This is an optimization exercise on Yosys and OpenROAD, whose aim is small area, a short achievable clock period and few clock cycles, not a production implementation.
At most, simulation tests tie the RTL to the original design; equivalence was not proved.
No activity file was given, so power comes from the tool's default toggle rates.

==> flow/design.v <==
package moment_pkg;
   typedef logic [8-1:0]    pix_t;
   typedef logic [9-1:0]    coord_t;
   typedef logic [17-1:0]   addr_t;
   typedef logic [29-1:0] moment_t;
   typedef logic [13-1:0]   cent_t;
   typedef struct packed {
      coord_t img_dim;
      addr_t  start_addr;
   } img_cfg_t;
   typedef struct packed {
      coord_t x;
      coord_t y;
   } coord_pair_t;
   typedef struct packed {
      logic  en;
      addr_t addr;
   } mem_rd_t;
   typedef struct packed {
      moment_t m00;
      moment_t m10;
      moment_t m01;
   } moments_t;
   typedef struct packed {
      cent_t x_mc;
      cent_t y_mc;
   } centroid_t;
endpackage
`timescale 1ns/100ps
module moment_engine_top
(
   input  logic                                  clk,
   input  logic                                  rst_n,
   input  logic                                  req_i,
   input  logic [9+17-1:0] cfg_i,
   output logic                                  ack_o,
   output logic [17:0]               mem_rd_o,
   input  logic [8-1:0]              rdata_i,
   output logic [3*29-1:0]         moments_o,
   output logic [2*13-1:0]           centroid_o
);
   localparam int m00_w = 20;
   localparam int m1_w  = 25;
   localparam int row_w = 14;
   localparam int q_w   = 9;
   typedef enum logic [2:0] {
      st_idle,
      st_sq,
      st_add_lo,
      st_add_hi,
      st_read,
      st_drain,
      st_div,
      st_ack
   } state_t;
   state_t               state;
   logic                 rd_en;
   logic [11:0]          addr_lo;
   logic [4:0]           addr_hi;
   logic                 addr_c;
   logic [5:0]           x_cnt;
   logic [5:0]           y_cnt;
   logic                 row_first;
   logic                 img_first;
   logic                 v1;
   logic                 f1;
   logic                 l1;
   logic                 fi1;
   logic                 v2;
   logic                 f2;
   logic                 l2;
   logic                 g2;
   logic                 clr;
   logic                 f3;
   logic                 l3;
   logic [7:0]           pix_q;
   logic                 ld_m01;
   logic                 ld_m10;
   logic                 div_x;
   logic                 ack_q;
   logic [m00_w-1:0]     m00;
   logic [m1_w-1:0]      m10;
   logic [m1_w-1:0]      m01;
   logic [5:1]           m10_c;
   logic [5:1]           m01_c;
   logic [m1_w-1:0]      m10_op;
   logic [m1_w-1:0]      m01_op;
   logic [m1_w-1:0]      m10_sum;
   logic [m1_w-1:0]      m01_sum;
   logic [6:1]           m10_co;
   logic [6:1]           m01_co;
   logic [row_w-1:0]     row_sum;
   logic [m00_w-1:0]     rem;
   logic [q_w-1:0]       dvd_lo;
   logic [q_w-1:0]       quo_y;
   logic [5:0]           dim;
   logic [16:0]          start_addr;
   logic [11:0]          sq_m1;
   logic                 x_last;
   logic                 y_last;
   logic                 last_rd;
   logic                 drained;
   assign dim        = cfg_i[22:17];
   assign start_addr = cfg_i[16:0];
   assign x_last  = (x_cnt == 6'd1);
   assign y_last  = (y_cnt == 6'd1);
   assign last_rd = x_last && y_last;
   assign drained = !v1 && !v2 && (m01_c == '0);
   localparam logic [64*12-1:0] sq_table = {
      12'd3968,
      12'd3843,
      12'd3720,
      12'd3599,
      12'd3480,
      12'd3363,
      12'd3248,
      12'd3135,
      12'd3024,
      12'd2915,
      12'd2808,
      12'd2703,
      12'd2600,
      12'd2499,
      12'd2400,
      12'd2303,
      12'd2208,
      12'd2115,
      12'd2024,
      12'd1935,
      12'd1848,
      12'd1763,
      12'd1680,
      12'd1599,
      12'd1520,
      12'd1443,
      12'd1368,
      12'd1295,
      12'd1224,
      12'd1155,
      12'd1088,
      12'd1023,
      12'd960,
      12'd899,
      12'd840,
      12'd783,
      12'd728,
      12'd675,
      12'd624,
      12'd575,
      12'd528,
      12'd483,
      12'd440,
      12'd399,
      12'd360,
      12'd323,
      12'd288,
      12'd255,
      12'd224,
      12'd195,
      12'd168,
      12'd143,
      12'd120,
      12'd99,
      12'd80,
      12'd63,
      12'd48,
      12'd35,
      12'd24,
      12'd15,
      12'd8,
      12'd3,
      12'd0,
      12'd4095
   };
   assign sq_m1 = sq_table[12*x_cnt +: 12];
   always_ff @(posedge clk or negedge rst_n)
   begin
      if (!rst_n)
      begin
         state <= st_idle;
         rd_en <= 1'b0;
         ack_q <= 1'b0;
         v1    <= 1'b0;
         v2    <= 1'b0;
      end
      else
      begin
         v1 <= rd_en;
         v2 <= v1;
         case (state)
            st_idle:
               if (req_i)
                  state <= st_sq;
            st_sq:
               state <= st_add_lo;
            st_add_lo:
               state <= st_add_hi;
            st_add_hi:
            begin
               state <= st_read;
               rd_en <= 1'b1;
            end
            st_read:
               if (last_rd)
               begin
                  state <= st_drain;
                  rd_en <= 1'b0;
               end
            st_drain:
               if (drained)
                  state <= st_div;
            st_div:
               if (x_last && div_x)
               begin
                  state <= st_ack;
                  ack_q <= 1'b1;
               end
            default:
               if (!req_i)
               begin
                  state <= st_idle;
                  ack_q <= 1'b0;
               end
         endcase
      end
   end
   always_ff @(posedge clk)
   begin
      case (state)
         st_idle:
         begin
            {addr_hi, addr_lo} <= start_addr;
            x_cnt              <= dim;
            y_cnt              <= dim;
         end
         st_sq:
            {y_cnt, x_cnt} <= sq_m1;
         st_add_lo:
         begin
            {addr_c, addr_lo} <= {1'b0, addr_lo} + {1'b0, y_cnt, x_cnt};
            x_cnt             <= dim;
            y_cnt             <= dim;
            row_first         <= 1'b1;
            img_first         <= 1'b1;
         end
         st_add_hi:
            addr_hi <= addr_hi + 5'(addr_c);
         st_read:
         begin
            addr_lo   <= addr_lo - 1'b1;
            if (addr_lo == '0)
               addr_hi <= addr_hi - 1'b1;
            img_first <= 1'b0;
            if (x_last)
            begin
               x_cnt     <= dim;
               y_cnt     <= y_cnt - 1'b1;
               row_first <= 1'b1;
            end
            else
            begin
               x_cnt     <= x_cnt - 1'b1;
               row_first <= 1'b0;
            end
         end
         st_drain:
         begin
            x_cnt <= 6'd9;
            div_x <= 1'b0;
         end
         st_div:
         begin
            x_cnt <= x_cnt - 1'b1;
            if (x_last)
            begin
               x_cnt <= 6'd9;
               div_x <= 1'b1;
            end
         end
         default:
            x_cnt <= dim;
      endcase
   end
   always_ff @(posedge clk)
   begin
      f1      <= row_first;
      l1      <= x_last;
      fi1     <= img_first;
      pix_q   <= rdata_i;
      f2      <= f1;
      l2      <= l1;
      clr     <= v1 && fi1;
      g2      <= v1 && !f1;
      f3      <= v2 && f2;
      l3      <= v2 && l2;
      row_sum <= (f2 ? row_w'(0) : row_sum) + row_w'(pix_q);
      m00     <= clr ? m00_w'(0) : m00 + (l3 ? m00_w'(row_sum) : m00_w'(0));
      m10     <= clr ? m1_w'(0)  : m10_sum;
      m10_c   <= clr ? 5'd0      : m10_co[5:1];
      m01     <= clr ? m1_w'(0)  : m01_sum;
      m01_c   <= clr ? 5'd0      : m01_co[5:1];
   end
   assign m10_op = g2 ? m1_w'(row_sum) : m1_w'(0);
   assign m01_op = f3 ? m1_w'(m00) : m1_w'(0);
   logic [m1_w:0] m10_rc;
   logic [m1_w:0] m01_rc;
   always_comb
   begin
      for (int i = 0; i < m1_w; i++)
      begin
         if (i == 0)
         begin
            m10_rc[i] = 1'b0;
            m01_rc[i] = 1'b0;
         end
         else if (i == 4 || i == 8 || i == 12 || i == 16 || i == 20)
         begin
            m10_co[i / 4] = m10_rc[i];
            m01_co[i / 4] = m01_rc[i];
            m10_rc[i] = m10_c[i / 4];
            m01_rc[i] = m01_c[i / 4];
         end
         m10_sum[i]  = m10[i] ^ m10_op[i] ^ m10_rc[i];
         m10_rc[i+1] = (m10[i] & m10_op[i]) | (m10[i] & m10_rc[i]) | (m10_op[i] & m10_rc[i]);
         m01_sum[i]  = m01[i] ^ m01_op[i] ^ m01_rc[i];
         m01_rc[i+1] = (m01[i] & m01_op[i]) | (m01[i] & m01_rc[i]) | (m01_op[i] & m01_rc[i]);
      end
      m10_co[6] = m10_rc[m1_w];
      m01_co[6] = m01_rc[m1_w];
   end
   logic [m1_w-1:0]   dvd;
   logic [m00_w:0]    trial;
   logic [m00_w+1:0]  diff;
   logic              q_bit;
   assign dvd   = ld_m01 ? m01 : m10;
   assign trial = {rem, dvd_lo[q_w-1]};
   assign diff  = {1'b0, trial} - {2'b0, m00};
   assign q_bit = !diff[m00_w+1] && (m00 != '0);
   always_ff @(posedge clk)
   begin
      ld_m01 <= ((state == st_read) && last_rd) || ((state == st_drain) && !drained);
      ld_m10 <= (state == st_div) && (x_cnt == 6'd2) && !div_x;
      if (ld_m01 || ld_m10)
         rem <= m00_w'(dvd[m1_w-1:6]);
      else
         rem <= q_bit ? diff[m00_w-1:0] : trial[m00_w-1:0];
      if (ld_m01 || ld_m10)
         dvd_lo <= {dvd[5:0], 3'd0};
      else if (state == st_div)
         dvd_lo <= {dvd_lo[q_w-2:0], q_bit};
      if (ld_m10)
         quo_y <= {dvd_lo[q_w-2:0], q_bit};
   end
   assign ack_o      = ack_q;
   assign mem_rd_o   = {rd_en, addr_hi, addr_lo};
   assign moments_o  = {9'd0, m00, 4'd0, m10, 4'd0, m01};
   assign centroid_o = {4'd0, dvd_lo, 4'd0, quo_y};
endmodule
Settings: LEC_CHECK=0, CAP_MARGIN=20, CORE_MARGIN=2, CORE_UTILIZATION=60, SETUP_SLACK_MARGIN=4.8, SLEW_MARGIN=20; clock period 7.5 ns.
standard.sh (not shown) runs the stock make flow with config.mk's settings and CLKGATE_MAP_FILE= SYNTH_SCRIPT=/design/flow/synth_recipe.tcl, a recipe that flattens the netlist after the stock synthesis.
==> flow/flow/run.sh <==
#!/bin/bash
# Standard layout, with the port buffers made from the smallest buffer
# instead of the default pick; every port still gets its own buffer.
set -o pipefail
cp standard.sh standard.sh.txt
export BUFFER_PORTS_ARGS="-buffer_cell sky130_fd_sc_hd__buf_1"
bash standard.sh > standard.log 2>&1
Edit:
--- a/flow/design.v
+++ b/flow/design.v
@@ -90,10 +90,10 @@
    logic [6:1]           m10_co;
    logic [6:1]           m01_co;
    logic [row_w-1:0]     row_sum;
    logic [m00_w-1:0]     rem;
-   logic [q_w-1:0]       dvd_lo;
-   logic [q_w-1:0]       quo_y;
+   logic [5:0]           dvd_lo;
+   logic [2*q_w-1:0]     quo;
    logic [5:0]           dim;
    logic [16:0]          start_addr;
    logic [11:0]          sq_m1;
    logic                 x_last;
@@ -332,27 +332,29 @@
    logic [m00_w:0]    trial;
    logic [m00_w+1:0]  diff;
    logic              q_bit;
    assign dvd   = ld_m01 ? m01 : m10;
-   assign trial = {rem, dvd_lo[q_w-1]};
+   assign trial = {rem, dvd_lo[5]};
    assign diff  = {1'b0, trial} - {2'b0, m00};
    assign q_bit = !diff[m00_w+1] && (m00 != '0);
    always_ff @(posedge clk)
    begin
       ld_m01 <= ((state == st_read) && last_rd) || ((state == st_drain) && !drained);
       ld_m10 <= (state == st_div) && (x_cnt == 6'd2) && !div_x;
       if (ld_m01 || ld_m10)
-         rem <= m00_w'(dvd[m1_w-1:6]);
+      begin
+         rem    <= m00_w'(dvd[m1_w-1:6]);
+         dvd_lo <= dvd[5:0];
+      end
       else
-         rem <= q_bit ? diff[m00_w-1:0] : trial[m00_w-1:0];
-      if (ld_m01 || ld_m10)
-         dvd_lo <= {dvd[5:0], 3'd0};
-      else if (state == st_div)
-         dvd_lo <= {dvd_lo[q_w-2:0], q_bit};
-      if (ld_m10)
-         quo_y <= {dvd_lo[q_w-2:0], q_bit};
+      begin
+         rem    <= q_bit ? diff[m00_w-1:0] : trial[m00_w-1:0];
+         dvd_lo <= {dvd_lo[4:0], 1'b0};
+      end
+      if (state == st_div)
+         quo <= {quo[2*q_w-2:0], q_bit};
    end
    assign ack_o      = ack_q;
    assign mem_rd_o   = {rd_en, addr_hi, addr_lo};
    assign moments_o  = {9'd0, m00, 4'd0, m10, 4'd0, m01};
-   assign centroid_o = {4'd0, dvd_lo, 4'd0, quo_y};
+   assign centroid_o = {4'd0, quo[q_w-1:0], 4'd0, quo[2*q_w-1:q_w]};
 endmodule
=> Final area is lower by 2.6%. Power is lower by 4.5%. Hold slack stays flat. Setup slack gets better by 0.061 ns. Wire length is lower by 7.8%. Cell count is lower by about 4%. Combinational power is lower by 9.5%. Clock power is higher by about 3%. Die area is about the same. Sequential cell count is higher by 6. Clock skew is higher by 0.0056 ns.
Testbench counts after the change, summed over its fixed seeds: cycles 193,901.
No functional check of the RTL was part of the first run of this note.

==> static timing again, ports no longer ideal <==
No port has a modelled driver above. Below, the same layouts with a new extraction and two added sets of constraints. Step 1, drivers: a clkbuf_16 drives clk and a buf_2 each remaining input, both assumed. Step 2 times the ports against the registers' clock, not the clock port: input delays grow and output delays shrink by t, the midpoint of the rising clock arrivals with the driver on. Three values: ideal, step 1, step 2; two values: the first two.
| run | t (ns) | setup slack, ns | worst setup path at the end | clock arrival spread, ns | worst slew at a driven data input, ns |
|---|---|---|---|---|---|
| the first run | 0.487 | 4.768 / 4.768 / 4.768 | register to register | 0.012 / 0.012 | 0.05 |
| the second run | 0.485 | 4.829 / 4.783 / 4.901 | register to register | 0.017 / 0.016 | 0.04 |
After both steps setup and hold are still met in every run listed.
